This is an optimization exercise on Yosys and OpenROAD, whose aim is small area, a short achievable clock period and few clock cycles per item, not a production implementation. Only simulation tests tie the RTL to the original design; equivalence was not proved.

==> inputs of v34 <==
==> flow/design.v <==
module seq_alu (
  input  logic        clk,
  input  logic        clear_n,
  input  logic        start,
  input  logic [5:0]  op,
  input  logic [31:0] A,
  input  logic [31:0] B,
  output logic        busy,
  output logic        done,
  output logic [31:0] result_lo,
  output logic [31:0] result_hi,
  output logic        carry_out,
  output logic        div_zero,
  output logic        illegal_op
);
  localparam int K     = 4;             
  localparam int NSTEP = 16 / K;
  localparam logic [31:0] K0 = 32'h5555_5556;   
  typedef enum logic [2:0] {E_IDLE, E_MUL, E_MFIN, E_D0, E_DIT} est_t;
  est_t        st_q;
  logic        busy_q, done_q;
  logic [31:0] a_q, b_q;
  logic [4:0]  r_q;                     
  logic [4:0]  cnt_q;
  logic v_add, v_sub, v_neg, v_and, v_or, v_xor, v_not;
  logic v_shl, v_shr, v_sra, v_rot, v_dz, v_ill;
  logic mfirst_q;
  logic [31:0] lo_q, hi_q;
  logic        sx_q;                    
  logic [32:0] c_q;                     
  logic [1:0]  cr_q;                    
  logic        qm1_q;
  logic        qneg_q;
  logic [5:0]  la_q, lb_q;              
  logic        carry_q, dz_q, ill_q;
  logic accept;
  assign accept = start & ~busy_q;
  logic        dit;
  logic        add_inv, add_useb;
  logic [31:0] add_x;
  logic [32:0] add_s;
  assign dit      = (st_q == E_DIT);
  assign add_inv  = v_sub | v_neg | dit;
  assign add_useb = v_add | v_sub | dit;
  assign add_x    = dit ? hi_q : a_q;
  assign add_s    = {1'b0, add_x ^ {32{add_inv}}} + {1'b0, b_q & {32{add_useb}}} + {32'd0, add_inv};
  logic        d0;
  logic [6:0]  sdiff;
  logic [4:0]  ramt;
  logic [31:0] rot, rt0, rt1, rt2, rt3;
  assign d0    = (st_q == E_D0);
  assign sdiff = {1'b0, la_q} - {1'b0, lb_q};    
  assign ramt  = d0 ? sdiff[4:0] : r_q;
  assign rt0 = ramt[0] ? {b_q[30:0], b_q[31]}    : b_q;
  assign rt1 = ramt[1] ? {rt0[29:0], rt0[31:30]} : rt0;
  assign rt2 = ramt[2] ? {rt1[27:0], rt1[31:28]} : rt1;
  assign rt3 = ramt[3] ? {rt2[23:0], rt2[31:24]} : rt2;
  assign rot = ramt[4] ? {rt3[15:0], rt3[31:16]} : rt3;
  logic [31:0] therm, smask;
  always_comb begin
    for (int i = 0; i < 32; i++) therm[i] = (5'(i) >= a_q[4:0]);
  end
  always_comb begin
    for (int i = 0; i < 32; i++) smask[i] = v_shl ? therm[i] : therm[31 - i];
  end
  logic [31:0] alu_lo;
  always_comb begin
    alu_lo = ({32{v_add | v_sub | v_neg}} & add_s[31:0])
           | ({32{v_and}} & (a_q & b_q))
           | ({32{v_or}}  & (a_q | b_q))
           | ({32{v_xor}} & (a_q ^ b_q))
           | ({32{v_not}} & ~a_q)
           | ({32{v_rot}} & rot)
           | ({32{v_shl | v_shr | v_sra}} & rot & smask)
           | ({32{v_sra & b_q[31]}} & ~smask)
           | {32{v_dz}};
  end
  localparam int W = 34 + 2*K + 2;
  logic [K-1:0]  bneg, bone, btwo;
  logic [33:0]   ppx [K];
  logic [33:0]   pp [K];
  logic [32:0]   s_in, c_in;
  logic [33:0]   a1, a2;
  assign s_in = mfirst_q ? 33'd0 : {sx_q, hi_q};
  assign c_in = c_q;
  assign a1   = {{2{a_q[31]}}, a_q};
  assign a2   = {a_q[31], a_q, 1'b0};
  genvar gj;
  generate
    for (gj = 0; gj < K; gj++) begin : g_pp
      logic b2, b1, b0;
      assign b2 = b_q[2*gj+1];
      assign b1 = b_q[2*gj];
      if (gj == 0) begin : g_lsb
        assign b0 = qm1_q;
      end else begin : g_mid
        assign b0 = b_q[2*gj-1];
      end
      assign bone[gj] = b1 ^ b0;
      assign btwo[gj] = (b2 & ~b1 & ~b0) | (~b2 & b1 & b0);
      assign bneg[gj] = b2 & ~(b1 & b0);
      assign ppx[gj]  = ((a1 & {34{bone[gj]}}) | (a2 & {34{btwo[gj]}})) ^ {34{bneg[gj]}};
      assign pp[gj]   = {~ppx[gj][33], ppx[gj][32:0]};
    end
  endgenerate
  logic [W-1:0] rows [K+2];
  always_comb begin
    for (int j = 0; j < K; j++) begin
      rows[j] = W'(pp[j]) << (2*j);
      if (j > 0) rows[j][2*j-2] = bneg[j-1];
    end
    rows[K]   = W'(s_in);
    rows[K+1] = W'(c_in);
  end
  logic [W-1:0] ms, mc;
  logic [W-1:0] l1s, l1c, l2s, l2c, l3s, l3c, l4s, l4c;
  generate
    if (K == 4) begin : g_k4
      assign l1s = rows[0] ^ rows[1] ^ rows[2];
      assign l1c = {((rows[0][W-2:0] & rows[1][W-2:0]) | (rows[0][W-2:0] & rows[2][W-2:0]) |
                     (rows[1][W-2:0] & rows[2][W-2:0])), cr_q[0]};
      assign l2s = rows[3] ^ rows[4] ^ rows[5];
      assign l2c = {((rows[3][W-2:0] & rows[4][W-2:0]) | (rows[3][W-2:0] & rows[5][W-2:0]) |
                     (rows[4][W-2:0] & rows[5][W-2:0])), cr_q[1]};
      assign l3s = l1s ^ l1c ^ l2s;
      assign l3c = {((l1s[W-2:0] & l1c[W-2:0]) | (l1s[W-2:0] & l2s[W-2:0]) |
                     (l1c[W-2:0] & l2s[W-2:0])), cr_q[1]};
      assign l4s = l3s ^ l3c ^ l2c;
      assign l4c = {((l3s[W-2:0] & l3c[W-2:0]) | (l3s[W-2:0] & l2c[W-2:0]) |
                     (l3c[W-2:0] & l2c[W-2:0])), 1'b0};
      assign ms = l4s;
      assign mc = l4c;
    end else begin : g_k2
      assign l1s = rows[0] ^ rows[1] ^ rows[2];
      assign l1c = {((rows[0][W-2:0] & rows[1][W-2:0]) | (rows[0][W-2:0] & rows[2][W-2:0]) |
                     (rows[1][W-2:0] & rows[2][W-2:0])), cr_q[0]};
      assign l2s = l1s ^ l1c ^ rows[3];
      assign l2c = {((l1s[W-2:0] & l1c[W-2:0]) | (l1s[W-2:0] & rows[3][W-2:0]) |
                     (l1c[W-2:0] & rows[3][W-2:0])), cr_q[1]};
      assign l3s = '0; assign l3c = '0; assign l4s = '0; assign l4c = '0;
      assign ms = l2s;
      assign mc = l2c;
    end
  endgenerate
  logic [2*K+1:0] ret;
  assign ret = {2'b0, ms[2*K-1:0]} + {2'b0, mc[2*K-1:0]} + ((2*K+2)'(bneg[K-1]) << (2*K-2))
             + ((K == 2) ? (2*K+2)'(cr_q[1]) : '0);
  logic [31:0] fs, fc, kc;
  logic [31:0] mul_hi;
  always_comb begin
    kc = K0 + {30'd0, cr_q};
    fs = hi_q ^ c_q[31:0] ^ kc;
    fc = {((hi_q[30:0] & c_q[30:0]) | (hi_q[30:0] & kc[30:0]) | (c_q[30:0] & kc[30:0])), 1'b0};
    mul_hi = fs + fc;
  end
  function automatic logic [31:0] por(input logic [31:0] x);
    logic [31:0] p;
    p = x;
    p = p | {p[30:0], 1'b0};
    p = p | {p[29:0], 2'b0};
    p = p | {p[27:0], 4'b0};
    p = p | {p[23:0], 8'b0};
    p = p | {p[15:0], 16'b0};
    por = p;
  endfunction
  function automatic logic [31:0] cneg(input logic [31:0] x, input logic s);
    logic [31:0] p;
    p = por(x);
    cneg = x ^ ({32{s}} & {p[30:0], 1'b0});
  endfunction
  function automatic logic [5:0] blen(input logic [31:0] x);
    logic [31:0] y;
    logic [15:0] y1;
    logic [7:0]  y2;
    logic [3:0]  y3;
    logic [1:0]  y4;
    logic [4:0]  pos;
    logic        nz, ones;
    y  = x ^ {32{x[31]}};
    pos[4] = |y[31:16];  y1 = pos[4] ? y[31:16] : y[15:0];
    pos[3] = |y1[15:8];  y2 = pos[3] ? y1[15:8] : y1[7:0];
    pos[2] = |y2[7:4];   y3 = pos[2] ? y2[7:4]  : y2[3:0];
    pos[1] = |y3[3:2];   y4 = pos[1] ? y3[3:2]  : y3[1:0];
    pos[0] = y4[1];
    nz   = |y4;
    ones = &(~y[31:1] | y[30:0]);
    blen = (nz ? {1'b0, pos} + 6'd1 : 6'd0) + {5'd0, x[31] & ones};
  endfunction
  logic [31:0] abs_a, abs_b;
  assign abs_a = cneg(a_q, a_q[31]);
  assign abs_b = cneg(B, B[31]);
  logic [32:0] dsub;
  logic        qb;
  logic [31:0] qn, rn, qfin, rfin, negq, rpre;
  assign dsub = {1'b0, hi_q} - {1'b0, b_q};
  assign qb   = ~dsub[32];
  assign qn   = {lo_q[30:0], qb};
  assign rn   = qb ? dsub[31:0] : hi_q;
  assign rpre = por(lo_q);    
  always_comb begin
    negq[0] = qb;
    negq[1] = lo_q[0] ^ qb;
    for (int i = 2; i < 32; i++) negq[i] = lo_q[i-1] ^ (rpre[i-2] | qb);
  end
  assign qfin = qneg_q ? negq : qn;
  assign rfin = a_q[31] ? (qb ? add_s[31:0] : cneg(hi_q, 1'b1)) : rn;
  logic [5:0] opx;
  logic       bz;
  assign opx = op;
  assign bz  = (B == 32'd0);
  always_ff @(posedge clk) begin
    v_add <= 1'b0; v_sub <= 1'b0; v_neg <= 1'b0; v_and <= 1'b0; v_or <= 1'b0;
    v_xor <= 1'b0; v_not <= 1'b0; v_shl <= 1'b0; v_shr <= 1'b0; v_sra <= 1'b0;
    v_rot <= 1'b0; v_dz <= 1'b0; v_ill <= 1'b0;
    mfirst_q <= 1'b0;
    done_q <= 1'b0;
    if (!busy_q) begin
      a_q <= A;
      b_q <= (op == 6'd2) ? abs_b : B;
      la_q <= blen(A);
      lb_q <= blen(B);
      qneg_q <= A[31] ^ B[31];
      r_q <= (op == 6'd7 || op == 6'd9 || op == 6'd13) ? 5'd0 - A[4:0] : A[4:0];
    end
    if (v_add | v_sub | v_neg | v_and | v_or | v_xor | v_not | v_shl | v_shr | v_sra |
        v_rot | v_dz | v_ill) begin
      lo_q    <= alu_lo;
      hi_q    <= v_dz ? a_q : 32'd0;
      carry_q <= (v_add | v_sub) & add_s[32];
      dz_q    <= v_dz;
      ill_q   <= v_ill;
      done_q  <= 1'b1;
    end
    case (st_q)
      E_MUL: begin
        lo_q  <= {ret[2*K-1:0], lo_q[31:2*K]};
        {sx_q, hi_q} <= ms[2*K+32:2*K];
        c_q   <= mc[2*K+32:2*K];
        cr_q  <= ret[2*K+1:2*K];
        qm1_q <= b_q[2*K-1];
        b_q   <= b_q >> (2*K);
        cnt_q <= cnt_q - 5'd1;
        st_q  <= (cnt_q == 5'd0) ? E_MFIN : E_MUL;
        busy_q <= (cnt_q != 5'd0);
      end
      E_MFIN: begin
        hi_q    <= mul_hi;
        carry_q <= 1'b0; dz_q <= 1'b0; ill_q <= 1'b0;
        done_q  <= 1'b1;
        st_q    <= E_IDLE;
      end
      E_D0: begin
        lo_q <= 32'd0;
        if (sdiff[6]) begin
          hi_q    <= a_q;
          carry_q <= 1'b0; dz_q <= 1'b0; ill_q <= 1'b0;
          done_q  <= 1'b1;
          st_q    <= E_IDLE;
          busy_q  <= 1'b0;
        end else begin
          hi_q   <= abs_a;
          b_q    <= rot;
          cnt_q  <= sdiff[4:0];
          st_q   <= E_DIT;
          busy_q <= (sdiff[4:0] != 5'd0);
        end
      end
      E_DIT: begin
        if (cnt_q == 5'd0) begin
          lo_q    <= qfin;
          hi_q    <= rfin;
          carry_q <= 1'b0; dz_q <= 1'b0; ill_q <= 1'b0;
          done_q  <= 1'b1;
          st_q    <= E_IDLE;
        end else begin
          lo_q   <= qn;
          hi_q   <= rn;
          b_q    <= b_q >> 1;
          cnt_q  <= cnt_q - 5'd1;
          busy_q <= (cnt_q != 5'd1);
        end
      end
      default: ;
    endcase
    if (accept) begin
      case (op)
        6'd0:  v_add <= 1'b1;
        6'd1:  v_sub <= 1'b1;
        6'd2:  if (bz) v_dz <= 1'b1;
        6'd3:  v_and <= 1'b1;
        6'd4:  v_or  <= 1'b1;
        6'd5:  v_xor <= 1'b1;
        6'd6:  ;
        6'd7:  v_shr <= 1'b1;
        6'd8:  v_shl <= 1'b1;
        6'd9:  v_rot <= 1'b1;
        6'd10: v_rot <= 1'b1;
        6'd11: v_neg <= 1'b1;
        6'd12: v_not <= 1'b1;
        6'd13: v_sra <= 1'b1;
        default: v_ill <= 1'b1;
      endcase
      if (op == 6'd6) begin
        st_q     <= E_MUL;
        busy_q   <= 1'b1;
        mfirst_q <= 1'b1;
        cnt_q    <= 5'(NSTEP - 1);
        c_q      <= 33'd0;
        cr_q     <= 2'd0;
        qm1_q    <= 1'b0;
      end else if (op == 6'd2 && !bz) begin
        st_q   <= E_D0;
        busy_q <= 1'b1;
      end
    end
    if (!clear_n) begin
      st_q   <= E_IDLE;
      busy_q <= 1'b0;
      done_q <= 1'b0;
      v_add <= 1'b0; v_sub <= 1'b0; v_neg <= 1'b0; v_and <= 1'b0; v_or <= 1'b0;
      v_xor <= 1'b0; v_not <= 1'b0; v_shl <= 1'b0; v_shr <= 1'b0; v_sra <= 1'b0;
      v_rot <= 1'b0; v_dz <= 1'b0; v_ill <= 1'b0;
      mfirst_q <= 1'b0;
    end
  end
  assign busy       = busy_q;
  assign done       = done_q;
  assign result_lo  = lo_q;
  assign result_hi  = hi_q;
  assign carry_out  = carry_q;
  assign div_zero   = dz_q;
  assign illegal_op = ill_q;
endmodule
==> flow/run.sh <==
#!/bin/bash
# synth_recipe.tcl (not shown) runs the flow's synth.tcl, then flattens the netlist and writes it again
# the make line also repeats each setting of config.mk as NAME=value (left out here)
make -C /OpenROAD-flow-scripts/flow DESIGN_CONFIG=/design/flow/config.mk WORK_HOME=/design/flow/orfs CLKGATE_MAP_FILE= SYNTH_SCRIPT=/design/flow/synth_recipe.tcl finish
==> flow/config.mk <==
export PLATFORM = sky130hd
export DESIGN_NAME = seq_alu
export DESIGN_NICKNAME = seq_alu
export VERILOG_FILES = /design/flow/design.v
export SDC_FILE = /design/flow/constraint.sdc
export NUM_CORES = 4
export LEC_CHECK = 0
export CAP_MARGIN = 20
export CORE_MARGIN = 2
export CORE_UTILIZATION = 40
export SLEW_MARGIN = 20
==> flow/constraint.sdc <==
create_clock -name core_clock -period 8.0 [get_ports {clk}]
set_input_delay 1.6000 -clock core_clock [delete_from_list [all_inputs] [get_ports {clk}]]
set_output_delay 1.6000 -clock core_clock [all_outputs]
set_load 0.01 [all_outputs]
==> inputs of v27, as changes to v34 <==
==> flow/design.v, changed modules only <==
module seq_alu (
  input  logic        clk,
  input  logic        clear_n,
  input  logic        start,
  input  logic [5:0]  op,
  input  logic [31:0] A,
  input  logic [31:0] B,
  output logic        busy,
  output logic        done,
  output logic [31:0] result_lo,
  output logic [31:0] result_hi,
  output logic        carry_out,
  output logic        div_zero,
  output logic        illegal_op
);
  localparam int K     = 4;             
  localparam int NSTEP = 16 / K;
  localparam logic [31:0] K0 = 32'h5555_5556;   
  typedef enum logic [2:0] {E_IDLE, E_MUL, E_MFIN, E_D0, E_D1, E_DIT, E_DFIN} est_t;
  est_t        st_q;
  logic        busy_q, done_q;
  logic [31:0] a_q, b_q;
  logic [4:0]  r_q;                     
  logic [4:0]  cnt_q;
  logic v_add, v_sub, v_neg, v_and, v_or, v_xor, v_not;
  logic v_shl, v_shr, v_sra, v_rot, v_dz, v_ill;
  logic mfirst_q;
  logic [31:0] lo_q, hi_q;
  logic        sx_q;                    
  logic [32:0] c_q;                     
  logic [1:0]  cr_q;                    
  logic        qm1_q;
  logic        qneg_q;
  logic        carry_q, dz_q, ill_q;
  logic accept;
  assign accept = start & ~busy_q;
  logic        add_inv, add_useb;
  logic [32:0] add_s;
  assign add_inv  = v_sub | v_neg;
  assign add_useb = v_add | v_sub;
  assign add_s    = {1'b0, a_q ^ {32{add_inv}}} + {1'b0, b_q & {32{add_useb}}} + {32'd0, add_inv};
  logic [31:0] rot, rt0, rt1, rt2, rt3;
  assign rt0 = r_q[0] ? {b_q[30:0], b_q[31]}    : b_q;
  assign rt1 = r_q[1] ? {rt0[29:0], rt0[31:30]} : rt0;
  assign rt2 = r_q[2] ? {rt1[27:0], rt1[31:28]} : rt1;
  assign rt3 = r_q[3] ? {rt2[23:0], rt2[31:24]} : rt2;
  assign rot = r_q[4] ? {rt3[15:0], rt3[31:16]} : rt3;
  logic [31:0] therm, smask;
  always_comb begin
    for (int i = 0; i < 32; i++) therm[i] = (5'(i) >= a_q[4:0]);
  end
  always_comb begin
    for (int i = 0; i < 32; i++) smask[i] = v_shl ? therm[i] : therm[31 - i];
  end
  logic [31:0] alu_lo;
  always_comb begin
    alu_lo = ({32{v_add | v_sub | v_neg}} & add_s[31:0])
           | ({32{v_and}} & (a_q & b_q))
           | ({32{v_or}}  & (a_q | b_q))
           | ({32{v_xor}} & (a_q ^ b_q))
           | ({32{v_not}} & ~a_q)
           | ({32{v_rot}} & rot)
           | ({32{v_shl | v_shr | v_sra}} & rot & smask)
           | ({32{v_sra & b_q[31]}} & ~smask)
           | {32{v_dz}};
  end
  localparam int W = 34 + 2*K + 2;
  logic [K-1:0]  bneg, bone, btwo;
  logic [33:0]   ppx [K];
  logic [33:0]   pp [K];
  logic [32:0]   s_in, c_in;
  logic [33:0]   a1, a2;
  assign s_in = mfirst_q ? 33'd0 : {sx_q, hi_q};
  assign c_in = c_q;
  assign a1   = {{2{a_q[31]}}, a_q};
  assign a2   = {a_q[31], a_q, 1'b0};
  genvar gj;
  generate
    for (gj = 0; gj < K; gj++) begin : g_pp
      logic b2, b1, b0;
      assign b2 = b_q[2*gj+1];
      assign b1 = b_q[2*gj];
      if (gj == 0) begin : g_lsb
        assign b0 = qm1_q;
      end else begin : g_mid
        assign b0 = b_q[2*gj-1];
      end
      assign bone[gj] = b1 ^ b0;
      assign btwo[gj] = (b2 & ~b1 & ~b0) | (~b2 & b1 & b0);
      assign bneg[gj] = b2 & ~(b1 & b0);
      assign ppx[gj]  = ((a1 & {34{bone[gj]}}) | (a2 & {34{btwo[gj]}})) ^ {34{bneg[gj]}};
      assign pp[gj]   = {~ppx[gj][33], ppx[gj][32:0]};
    end
  endgenerate
  logic [W-1:0] rows [K+2];
  always_comb begin
    for (int j = 0; j < K; j++) begin
      rows[j] = W'(pp[j]) << (2*j);
      if (j > 0) rows[j][2*j-2] = bneg[j-1];
    end
    rows[K]   = W'(s_in);
    rows[K+1] = W'(c_in);
  end
  logic [W-1:0] ms, mc;
  logic [W-1:0] l1s, l1c, l2s, l2c, l3s, l3c, l4s, l4c;
  generate
    if (K == 4) begin : g_k4
      assign l1s = rows[0] ^ rows[1] ^ rows[2];
      assign l1c = {((rows[0][W-2:0] & rows[1][W-2:0]) | (rows[0][W-2:0] & rows[2][W-2:0]) |
                     (rows[1][W-2:0] & rows[2][W-2:0])), cr_q[0]};
      assign l2s = rows[3] ^ rows[4] ^ rows[5];
      assign l2c = {((rows[3][W-2:0] & rows[4][W-2:0]) | (rows[3][W-2:0] & rows[5][W-2:0]) |
                     (rows[4][W-2:0] & rows[5][W-2:0])), cr_q[1]};
      assign l3s = l1s ^ l1c ^ l2s;
      assign l3c = {((l1s[W-2:0] & l1c[W-2:0]) | (l1s[W-2:0] & l2s[W-2:0]) |
                     (l1c[W-2:0] & l2s[W-2:0])), cr_q[1]};
      assign l4s = l3s ^ l3c ^ l2c;
      assign l4c = {((l3s[W-2:0] & l3c[W-2:0]) | (l3s[W-2:0] & l2c[W-2:0]) |
                     (l3c[W-2:0] & l2c[W-2:0])), 1'b0};
      assign ms = l4s;
      assign mc = l4c;
    end else begin : g_k2
      assign l1s = rows[0] ^ rows[1] ^ rows[2];
      assign l1c = {((rows[0][W-2:0] & rows[1][W-2:0]) | (rows[0][W-2:0] & rows[2][W-2:0]) |
                     (rows[1][W-2:0] & rows[2][W-2:0])), cr_q[0]};
      assign l2s = l1s ^ l1c ^ rows[3];
      assign l2c = {((l1s[W-2:0] & l1c[W-2:0]) | (l1s[W-2:0] & rows[3][W-2:0]) |
                     (l1c[W-2:0] & rows[3][W-2:0])), cr_q[1]};
      assign l3s = '0; assign l3c = '0; assign l4s = '0; assign l4c = '0;
      assign ms = l2s;
      assign mc = l2c;
    end
  endgenerate
  logic [2*K+1:0] ret;
  assign ret = {2'b0, ms[2*K-1:0]} + {2'b0, mc[2*K-1:0]} + ((2*K+2)'(bneg[K-1]) << (2*K-2))
             + ((K == 2) ? (2*K+2)'(cr_q[1]) : '0);
  logic [31:0] fs, fc, kc;
  logic [31:0] mul_hi;
  always_comb begin
    kc = K0 + {30'd0, cr_q};
    fs = hi_q ^ c_q[31:0] ^ kc;
    fc = {((hi_q[30:0] & c_q[30:0]) | (hi_q[30:0] & kc[30:0]) | (c_q[30:0] & kc[30:0])), 1'b0};
    mul_hi = fs + fc;
  end
  function automatic logic [31:0] cneg(input logic [31:0] x, input logic s);
    logic [31:0] r;
    logic        p;
    p = 1'b0;
    for (int i = 0; i < 32; i++) begin
      r[i] = x[i] ^ (s & p);
      p = p | x[i];
    end
    cneg = r;
  endfunction
  function automatic logic [5:0] clz(input logic [31:0] x);
    logic [5:0] n;
    n = 6'd32;
    for (int i = 0; i < 32; i++) if (x[i]) n = 6'(31 - i);
    clz = n;
  endfunction
  logic        d0;
  logic [31:0] ng1_in, ng2_in, ng1, ng2;
  logic        ng1_s, ng2_s;
  assign d0     = (st_q == E_D0);
  assign ng1_in = d0 ? a_q : lo_q;
  assign ng2_in = d0 ? b_q : hi_q;
  assign ng1_s  = d0 ? a_q[31] : qneg_q;
  assign ng2_s  = d0 ? b_q[31] : a_q[31];
  assign ng1    = cneg(ng1_in, ng1_s);
  assign ng2    = cneg(ng2_in, ng2_s);
  logic [5:0] za, zb;
  logic [6:0] sdiff;
  assign za    = clz(ng1);
  assign zb    = clz(ng2);
  assign sdiff = {1'b0, zb} - {1'b0, za};   
  logic [32:0] dsub;
  assign dsub = {1'b0, hi_q} - {1'b0, b_q};
  logic [5:0] opx;
  logic       bz;
  assign opx = op;
  assign bz  = (B == 32'd0);
  always_ff @(posedge clk) begin
    v_add <= 1'b0; v_sub <= 1'b0; v_neg <= 1'b0; v_and <= 1'b0; v_or <= 1'b0;
    v_xor <= 1'b0; v_not <= 1'b0; v_shl <= 1'b0; v_shr <= 1'b0; v_sra <= 1'b0;
    v_rot <= 1'b0; v_dz <= 1'b0; v_ill <= 1'b0;
    mfirst_q <= 1'b0;
    done_q <= 1'b0;
    if (!busy_q) begin
      a_q <= A;
      b_q <= B;
      r_q <= (op == 6'd7 || op == 6'd9 || op == 6'd13) ? 5'd0 - A[4:0] : A[4:0];
    end
    if (v_add | v_sub | v_neg | v_and | v_or | v_xor | v_not | v_shl | v_shr | v_sra |
        v_rot | v_dz | v_ill) begin
      lo_q    <= alu_lo;
      hi_q    <= v_dz ? a_q : 32'd0;
      carry_q <= (v_add | v_sub) & add_s[32];
      dz_q    <= v_dz;
      ill_q   <= v_ill;
      done_q  <= 1'b1;
    end
    case (st_q)
      E_MUL: begin
        lo_q  <= {ret[2*K-1:0], lo_q[31:2*K]};
        {sx_q, hi_q} <= ms[2*K+32:2*K];
        c_q   <= mc[2*K+32:2*K];
        cr_q  <= ret[2*K+1:2*K];
        qm1_q <= b_q[2*K-1];
        b_q   <= b_q >> (2*K);
        cnt_q <= cnt_q - 5'd1;
        st_q  <= (cnt_q == 5'd0) ? E_MFIN : E_MUL;
        busy_q <= (cnt_q != 5'd0);
      end
      E_MFIN: begin
        hi_q    <= mul_hi;
        carry_q <= 1'b0; dz_q <= 1'b0; ill_q <= 1'b0;
        done_q  <= 1'b1;
        st_q    <= E_IDLE;
      end
      E_D0: begin
        if (sdiff[6]) begin
          lo_q    <= 32'd0;
          hi_q    <= a_q;
          carry_q <= 1'b0; dz_q <= 1'b0; ill_q <= 1'b0;
          done_q  <= 1'b1;
          st_q    <= E_IDLE;
          busy_q  <= 1'b0;
        end else begin
          lo_q   <= 32'd0;
          hi_q   <= ng1;
          b_q    <= ng2;
          r_q    <= sdiff[4:0];
          cnt_q  <= sdiff[4:0];
          qneg_q <= a_q[31] ^ b_q[31];
          st_q   <= E_D1;
        end
      end
      E_D1: begin
        b_q  <= rot;
        st_q <= E_DIT;
      end
      E_DIT: begin
        if (!dsub[32]) hi_q <= dsub[31:0];
        lo_q  <= {lo_q[30:0], ~dsub[32]};
        b_q   <= b_q >> 1;
        cnt_q <= cnt_q - 5'd1;
        st_q  <= (cnt_q == 5'd0) ? E_DFIN : E_DIT;
        busy_q <= (cnt_q != 5'd0);
      end
      E_DFIN: begin
        lo_q    <= ng1;
        hi_q    <= ng2;
        carry_q <= 1'b0; dz_q <= 1'b0; ill_q <= 1'b0;
        done_q  <= 1'b1;
        st_q    <= E_IDLE;
      end
      default: ;
    endcase
    if (accept) begin
      case (op)
        6'd0:  v_add <= 1'b1;
        6'd1:  v_sub <= 1'b1;
        6'd2:  if (bz) v_dz <= 1'b1;
        6'd3:  v_and <= 1'b1;
        6'd4:  v_or  <= 1'b1;
        6'd5:  v_xor <= 1'b1;
        6'd6:  ;
        6'd7:  v_shr <= 1'b1;
        6'd8:  v_shl <= 1'b1;
        6'd9:  v_rot <= 1'b1;
        6'd10: v_rot <= 1'b1;
        6'd11: v_neg <= 1'b1;
        6'd12: v_not <= 1'b1;
        6'd13: v_sra <= 1'b1;
        default: v_ill <= 1'b1;
      endcase
      if (op == 6'd6) begin
        st_q     <= E_MUL;
        busy_q   <= 1'b1;
        mfirst_q <= 1'b1;
        cnt_q    <= 5'(NSTEP - 1);
        c_q      <= 33'd0;
        cr_q     <= 2'd0;
        qm1_q    <= 1'b0;
      end else if (op == 6'd2 && !bz) begin
        st_q   <= E_D0;
        busy_q <= 1'b1;
      end
    end
    if (!clear_n) begin
      st_q   <= E_IDLE;
      busy_q <= 1'b0;
      done_q <= 1'b0;
      v_add <= 1'b0; v_sub <= 1'b0; v_neg <= 1'b0; v_and <= 1'b0; v_or <= 1'b0;
      v_xor <= 1'b0; v_not <= 1'b0; v_shl <= 1'b0; v_shr <= 1'b0; v_sra <= 1'b0;
      v_rot <= 1'b0; v_dz <= 1'b0; v_ill <= 1'b0;
      mfirst_q <= 1'b0;
    end
  end
  assign busy       = busy_q;
  assign done       = done_q;
  assign result_lo  = lo_q;
  assign result_hi  = hi_q;
  assign carry_out  = carry_q;
  assign div_zero   = dz_q;
  assign illegal_op = ill_q;
endmodule
==> reports/qor.yml <==
syn-num-nets: 4465
synth-xor-area-share_pct: 9.680
synth_cells: 4023
avgSynthCellArea_um2: 7.894
wl_per_cell_um: 27.30
slowest_stage: "fa_1"
nFillCells: 7934
status: "no timing/DRC/antenna violations"
met1Wirelength_um: 56650
route.met2.wl_um: 60350
cp_top_family: "adder cells"
setup_slack_ns: 2.142
final_cell_mix: "a21oi_1, inv_1, nor2_1"
synthFlopType: "edfxtp_1"
post-dp-hpwl_um: 105100
met3_usage_pct: 5.439
[end of results for v34]
==> reports/qor.yml <==
setup_slack_ns: 0.6508
slowest_stage: "nor2_1"
wirelength_um: 163800
synth-xor-area-share_pct: 8.888
avgSynthCellArea_um2: 7.718
met1Wirelength_um: 63160
nFillCells: 7837
met3_usage_pct: 12.88
wl_per_cell_um: 32.43
status: "no timing/DRC/antenna violations"
route.met2.wl_um: 66520
synthFlopType: "dfxtp_1"
hp-start: "c_q[12]"
synth_cells: 4009
final_cell_mix: "a21oi_1, inv_1, nand2_1"
cp_top_family: "simple AND/OR/NAND/NOR gates"
[end of results for v27]
Testbench counts of v34, summed over its fixed seeds: cycles 21,956, ops 8,000.
Testbench counts of v27, summed over its fixed seeds: cycles 23,864, ops 8,000.

separate check: timing with driven ports:
The results above use ideal ports. As a check the final layouts listed here were re-extracted and re-timed, cells and wires unchanged. Step 1 (the two cells are an assumption about what drives the block):
set clk [get_ports {clk}]
set_driving_cell -lib_cell sky130_fd_sc_hd__clkbuf_16 $clk
set_driving_cell -lib_cell sky130_fd_sc_hd__buf_2 [delete_from_list [all_inputs] $clk]
Step 2, shift: input delay + t, output delay - t, t = (earliest + latest rising clock arrival at the registers) / 2. This alone moves slack from input paths to output paths. a / b / c = no drivers / after step 1 / after step 2; a / b = the first two.
run | t (ns) | setup WS [ns] | clock arrival spread, ns | worst register clock-pin slew, ns | cell pins on the clock port's net
v34 | 0.673 | 2.142 / 2.142 / 1.878 | 0.028 / 0.027 | 0.08 / 0.08 | 1
v27 | 0.601 | 0.651 / 0.651 / 0.651 | 0.021 / 0.021 | 0.10 / 0.10 | 1
After both steps every run listed still meets setup and hold. For v34, which loses most, drivers alone change the setup slack by 0.000 ns; drivers and shift together by -0.264 ns.
